Background: an optimization exercise with open tools, aiming at small area and a short achievable clock period. Do not read the settings as production practice. Function was checked by simulation only, so behaviour that the tests miss may differ from the original. Power is estimated from default activity; no workload was simulated.

== v23 ==
// vector_sequencer
module vector_sequencer (
  input  logic                                   clk_i,
  input  logic                                   rst_ni,
  input  seq_pkg::seq_req_t                      seq_req_i,
  input  logic                                   seq_req_valid_i,
  output logic                                   seq_req_ready_o,
  output seq_pkg::seq_resp_t                     seq_resp_o,
  output logic                                   seq_resp_valid_o,
  output seq_pkg::pe_req_t                       pe_req_o,
  output logic                                   pe_req_valid_o,
  input  logic                                   pe_req_ready_i,
  input  logic [seq_pkg::NrUnits-1:0][seq_pkg::NrVInsn-1:0] pe_done_i,
  input  logic                                   addrgen_ack_i,
  input  logic                                   addrgen_error_i,
  input  logic [15:0]                            addrgen_error_vl_i,
  input  logic [31:0]                            scalar_resp_i,
  input  logic                                   scalar_resp_valid_i,
  output logic                                   scalar_resp_ready_o,
  output logic                                   seq_idle_o,
  output seq_pkg::vmask_t                        running_o,
  output logic [seq_pkg::NrVInsn-1:0][seq_pkg::NrVInsn-1:0] global_hazard_table_o
);
For scale: ~1500 cells after synthesis, about 17000 um^2 of cells after synthesis.
Settings: LEC_CHECK=0, CAP_MARGIN=20, CORE_MARGIN=2, CORE_UTILIZATION=70, PLACE_DENSITY=0.8, SETUP_SLACK_MARGIN=4.5, SLEW_MARGIN=20, SYNTH_HIERARCHICAL=1; clock period 9.0 ns.
standard.sh (not shown) runs the stock make flow with config.mk's settings and CLKGATE_MAP_FILE= SYNTH_SCRIPT=/design/flow/synth_recipe.tcl, a recipe that flattens the netlist after the stock synthesis.
==> flow/flow/run.sh <==
#!/bin/bash
# Standard ORFS layout, with plain buffers on the ports instead of the
# delay buffers buffer_ports picks by default, and a clock tree without
# dummy loads.
set -euo pipefail
export BUFFER_PORTS_ARGS="-buffer_cell sky130_fd_sc_hd__buf_1"
export CTS_ARGS="-sink_clustering_enable -repair_clock_nets -dont_use_dummy_load -buf_list sky130_fd_sc_hd__clkbuf_8 -sink_clustering_size 20 -sink_clustering_max_diameter 50"
export SETUP_MOVE_SEQUENCE="unbuffer,sizeup,swap,clone,split"
bash standard.sh finish > flow_standard.log 2>&1
> inputs changed (v23 -> v12)
Settings: CORE_UTILIZATION changed from 70 to 60; PLACE_DENSITY changed from 0.8 to 0.7.
--- a/flow/flow/run.sh
+++ b/flow/flow/run.sh
@@ -6,4 +6,3 @@
 export BUFFER_PORTS_ARGS="-buffer_cell sky130_fd_sc_hd__buf_1"
 export CTS_ARGS="-sink_clustering_enable -repair_clock_nets -dont_use_dummy_load -buf_list sky130_fd_sc_hd__clkbuf_8 -sink_clustering_size 20 -sink_clustering_max_diameter 50"
-export SETUP_MOVE_SEQUENCE="unbuffer,sizeup,swap,clone,split"
 bash standard.sh finish > flow_standard.log 2>&1
## What came out
v12 vs. v23: count of inserted antenna diode cells has decreased, post-route worst hold slack has decreased, number of H-tree levels has increased, peak supply drop has decreased, overall power of the completed layout has increased.
Compound-gate portion of the synthesized area came out exactly the same in v23 and v12.
Compared with v23, v12 shows a lower share of cell area taken by multi-input logic gates.
Compared to v23, v12 has wire length 2500 um lower.
Going from v23 to v12, wire length on met1 grows by about 6%.
Of v23 and v12, the run reporting the lower power drawn by the clock network was v23.
The following lists how v31 was set up differently from v12:
Settings: a change of SETUP_SLACK_MARGIN from 4.5 to 4.3.
--- a/flow/flow/run.sh
+++ b/flow/flow/run.sh
@@ -6,3 +6,4 @@
 export BUFFER_PORTS_ARGS="-buffer_cell sky130_fd_sc_hd__buf_1"
 export CTS_ARGS="-sink_clustering_enable -repair_clock_nets -dont_use_dummy_load -buf_list sky130_fd_sc_hd__clkbuf_8 -sink_clustering_size 20 -sink_clustering_max_diameter 50"
+export SETUP_MOVE_SEQUENCE="unbuffer,sizeup,swap,clone,split"
 bash standard.sh finish > flow_standard.log 2>&1
Results
Diff v12 and v31: post-layout instance count excluding filler cells higher in v12. When the final numbers for v12 and v31 were put side by side, the total met3 wirelength after detailed routing turned out to be smaller in v31. v31 gives less count of vias placed by the detailed router than v12 did. Wire length per cell after detailed routing: v31 vs v12 — no meaningful difference.

========
vector_sequencer, a different RTL version from the one above (not shown whole).
For scale: ~1500 cells after synthesis, about 310 flip-flops.
==> flow/config.mk <==
export PLATFORM = sky130hd
export DESIGN_NAME = vector_sequencer
export DESIGN_NICKNAME = vector_sequencer
export VERILOG_FILES = /design/flow/design.v
export SDC_FILE = /design/flow/constraint.sdc
export NUM_CORES = 4
export LEC_CHECK = 0
export CAP_MARGIN = 20
export CORE_MARGIN = 2
export CORE_UTILIZATION = 40
export SLEW_MARGIN = 20
==> flow/constraint.sdc <==
create_clock -name core_clock -period 9.0 [get_ports {clk_i}]
set_input_delay 1.8000 -clock core_clock [delete_from_list [all_inputs] [get_ports {clk_i}]]
set_output_delay 1.8000 -clock core_clock [all_outputs]
set_load 0.01 [all_outputs]
run.sh (not shown) runs the stock make flow with config.mk's settings and CLKGATE_MAP_FILE= SYNTH_SCRIPT=/design/flow/synth_recipe.tcl, a recipe that flattens the netlist after the stock synthesis.
Stock flow here: none of the scripts above is used.
Then changed:
==> flow/flow/run.sh (new file) <==
#!/bin/bash
# Standard ORFS layout, with plain buffers on the ports instead of the
# delay buffers buffer_ports picks by default.
set -euo pipefail
export BUFFER_PORTS_ARGS="-buffer_cell sky130_fd_sc_hd__buf_2"
bash standard.sh finish > flow_standard.log 2>&1
==> flow/standard.sh (new file) <==
#!/bin/bash
# synth_recipe.tcl (not shown) runs the flow's synth.tcl, then flattens the netlist and writes it again
# the make line also repeats each setting of config.mk as NAME=value (left out here)
make -C /OpenROAD-flow-scripts/flow DESIGN_CONFIG=/design/flow/config.mk WORK_HOME=/design/flow/orfs CLKGATE_MAP_FILE= SYNTH_SCRIPT=/design/flow/synth_recipe.tcl "${@:-finish}"
SETUP_SLACK_MARGIN = 4.2   (was unset)
removed: flow/run.sh
The changed run passed the timing, design-rule and antenna checks.
Design area goes down by 3.8%.
Fmax goes up by 34%.
Final cell count goes up by 0.84%.
Via count goes up by 1.6%.
Utilization goes down by 2.0 points.
Clock skew goes down by 0.020 ns.

========
zinc:
vector_sequencer again, from the RTL that the note above started with.
// vector_sequencer
module vector_sequencer (
  input  logic                                   clk_i,
  input  logic                                   rst_ni,
  input  seq_pkg::seq_req_t                      seq_req_i,
  input  logic                                   seq_req_valid_i,
  output logic                                   seq_req_ready_o,
  output seq_pkg::seq_resp_t                     seq_resp_o,
  output logic                                   seq_resp_valid_o,
  output seq_pkg::pe_req_t                       pe_req_o,
  output logic                                   pe_req_valid_o,
  input  logic                                   pe_req_ready_i,
  input  logic [seq_pkg::NrUnits-1:0][seq_pkg::NrVInsn-1:0] pe_done_i,
  input  logic                                   addrgen_ack_i,
  input  logic                                   addrgen_error_i,
  input  logic [15:0]                            addrgen_error_vl_i,
  input  logic [31:0]                            scalar_resp_i,
  input  logic                                   scalar_resp_valid_i,
  output logic                                   scalar_resp_ready_o,
  output logic                                   seq_idle_o,
  output seq_pkg::vmask_t                        running_o,
  output logic [seq_pkg::NrVInsn-1:0][seq_pkg::NrVInsn-1:0] global_hazard_table_o
);
Settings: LEC_CHECK=0, CAP_MARGIN=20, CORE_MARGIN=2, CORE_UTILIZATION=40, SETUP_SLACK_MARGIN=3.6, SLEW_MARGIN=20; clock period 9.0 ns.
standard.sh (not shown) runs the stock make flow with config.mk's settings and CLKGATE_MAP_FILE= SYNTH_SCRIPT=/design/flow/synth_recipe.tcl, a recipe that flattens the netlist after the stock synthesis.
==> flow/flow/run.sh <==
#!/bin/bash
# Standard ORFS layout, with plain buffers on the ports instead of the
# delay buffers buffer_ports picks by default.
set -euo pipefail
export BUFFER_PORTS_ARGS="-buffer_cell sky130_fd_sc_hd__buf_2"
bash standard.sh finish > flow_standard.log 2>&1
zinc reached the end of the flow, and the finished layout is clean on the timing, design-rule and antenna checks.
The inputs of tundra differ from those of zinc as listed below.
--- a/flow/config.mk
+++ b/flow/config.mk
@@ -9,4 +9,5 @@
 export CORE_MARGIN = 2
 export CORE_UTILIZATION = 40
+export CTS_BUF_LIST = sky130_fd_sc_hd__clkbuf_8
 export SETUP_SLACK_MARGIN = 3.6
 export SLEW_MARGIN = 20
[summary]
Taking zinc as the reference, in tundra worst hold slack essentially unchanged; die footprint stayed essentially flat. tundra ends up with higher buffers inserted during post-CTS setup optimization than zinc does. Period utilization: tundra lower than zinc. Of the two candidates, zinc has the better overall routed net length and tundra the worse one. tundra: all stages complete, timing, DRC and antenna checks passed. Compared with zinc, the router placed more vias in tundra. Taking tundra over zinc, the count of clock-buffer cells in the layout ratio works out to 1.12. The worst setup slack in tundra sits 0.025 ns above the value recorded for zinc.
Modified inputs, harbor compared to tundra
==> flow/flow/run.sh <==
#!/bin/bash
# Standard ORFS layout, with plain buffers on the ports instead of the
# delay buffers buffer_ports picks by default.
set -euo pipefail
export BUFFER_PORTS_ARGS="-buffer_cell sky130_fd_sc_hd__buf_1"
bash standard.sh finish > flow_standard.log 2>&1
--- a/flow/config.mk
+++ b/flow/config.mk
@@ -9,5 +9,5 @@
 export CORE_MARGIN = 2
 export CORE_UTILIZATION = 40
-export CTS_BUF_LIST = sky130_fd_sc_hd__clkbuf_8
+export CTS_BUF_LIST = sky130_fd_sc_hd__clkbuf_4
 export SETUP_SLACK_MARGIN = 3.6
 export SLEW_MARGIN = 20
### Flow results
- In the metrics for harbor and tundra, the one carrying the lower clock group share of total power is tundra.
- harbor vs. tundra: met1 wire length shows an increase of 210 microns; fmax went down.
- The minimum clock period after layout number comes out higher for harbor vs tundra.
- tundra → harbor: placed instance area went down by 350 sq um, die boundary width did not really move, total wire length after detailed routing shows a reduction of 1.3%.
- When harbor is measured against tundra, its worst reg2reg path depth turns out 2 lower.
- Sequential share of layout area for harbor: 1.4 points up relative to tundra

========
RTL: one of the versions met above, not the one the previous note started from.
Size: about 300 flip-flops, about 330 I/O pins, ~0.017 mm² of cells after synthesis.
clock: 9.0 ns
lec_check: 0
cap_margin: 20
core_margin: 2
core_utilization: 60
place_density: 0.7
setup_slack_margin: 4.5
slew_margin: 20
synth_hierarchical: 1
==> flow/flow/run.sh <==
#!/bin/bash
# Standard ORFS layout, with plain buffers on the ports instead of the
# delay buffers buffer_ports picks by default, and a clock tree without
# dummy loads.
set -euo pipefail
export BUFFER_PORTS_ARGS="-buffer_cell sky130_fd_sc_hd__buf_1"
export CTS_ARGS="-sink_clustering_enable -repair_clock_nets -dont_use_dummy_load -buf_list sky130_fd_sc_hd__clkbuf_8 -sink_clustering_size 20 -sink_clustering_max_diameter 50"
export SETUP_MOVE_SEQUENCE="unbuffer,sizeup,swap,clone,split"
bash standard.sh finish > flow_standard.log 2>&1
The first run produced a clean layout.
Edit:
--- a/flow/flow/run.sh
+++ b/flow/flow/run.sh
@@ -7,3 +7,3 @@
 export CTS_ARGS="-sink_clustering_enable -repair_clock_nets -dont_use_dummy_load -buf_list sky130_fd_sc_hd__clkbuf_8 -sink_clustering_size 20 -sink_clustering_max_diameter 50"
-export SETUP_MOVE_SEQUENCE="unbuffer,sizeup,swap,clone,split"
+
 bash standard.sh finish > flow_standard.log 2>&1
SETUP_SLACK_MARGIN = 4.2   (was 4.5)
Effect:
- The new run produced a clean layout
- cell area climbs by about 5%
- setup slack loses 0.092 ns
- wire length is higher by about 7%
- total power grows by about 1.1%
- global-route usage rose by 1.9 points
- critical path depth does not change
- first-iteration DRC count rises by about 10%
- die area does not change

## what the ideal ports hide
In the flow no input, the clock included, has a driving cell. The finished layouts below were timed again as built, in two steps.
Step 1 (the two cells are an assumption about what drives the block):
set clk [get_ports {clk_i}]
set_driving_cell -lib_cell sky130_fd_sc_hd__clkbuf_16 $clk
set_driving_cell -lib_cell sky130_fd_sc_hd__buf_2 [delete_from_list [all_inputs] $clk]
Step 2 moves the port delays by t, midway between the first and last clock arrival at a register: inputs arrive t later, outputs are due t later. That takes back most of the time a late clock gives input paths.
Slacks: ideal ports / drivers / drivers and shift; pairs: ideal ports / drivers.
run	shift t [ns]	setup WS [ns]	hold slack, ns	worst register clock-pin slew, ns	pins driven straight from the clock port
v23	0.654	3.825 / 3.775 / 3.688	0.485 / 0.485 / 0.485	0.11 / 0.11	1
v12	0.562	4.011 / 3.958 / 3.563	0.466 / 0.466 / 0.466	0.10 / 0.10	1
v31	0.563	3.997 / 3.942 / 3.791	0.464 / 0.464 / 0.464	0.10 / 0.10	1
the first run of note 2	0.591	1.643 / 1.621 / 1.621	0.476 / 0.476 / 0.476	0.06 / 0.06	1
the second run of note 2	0.599	3.518 / 3.395 / 3.395	0.476 / 0.476 / 0.476	0.06 / 0.06	1
zinc	0.599	3.518 / 3.395 / 3.395	0.476 / 0.476 / 0.476	0.06 / 0.06	1
tundra	0.688	3.543 / 3.380 / 3.380	0.478 / 0.478 / 0.478	0.07 / 0.07	1
harbor	0.810	3.431 / 3.287 / 3.287	0.477 / 0.477 / 0.477	0.08 / 0.08	1
the first run of note 4	0.563	4.013 / 3.957 / 3.637	0.470 / 0.470 / 0.470	0.10 / 0.10	1
the second run of note 4	0.600	3.921 / 3.879 / 3.531	0.501 / 0.501 / 0.501	0.12 / 0.12	1
After both steps setup and hold are still met in every run listed. The setup slack of v12, which loses most, moves by -0.053 ns with the drivers and by -0.448 ns with both steps.
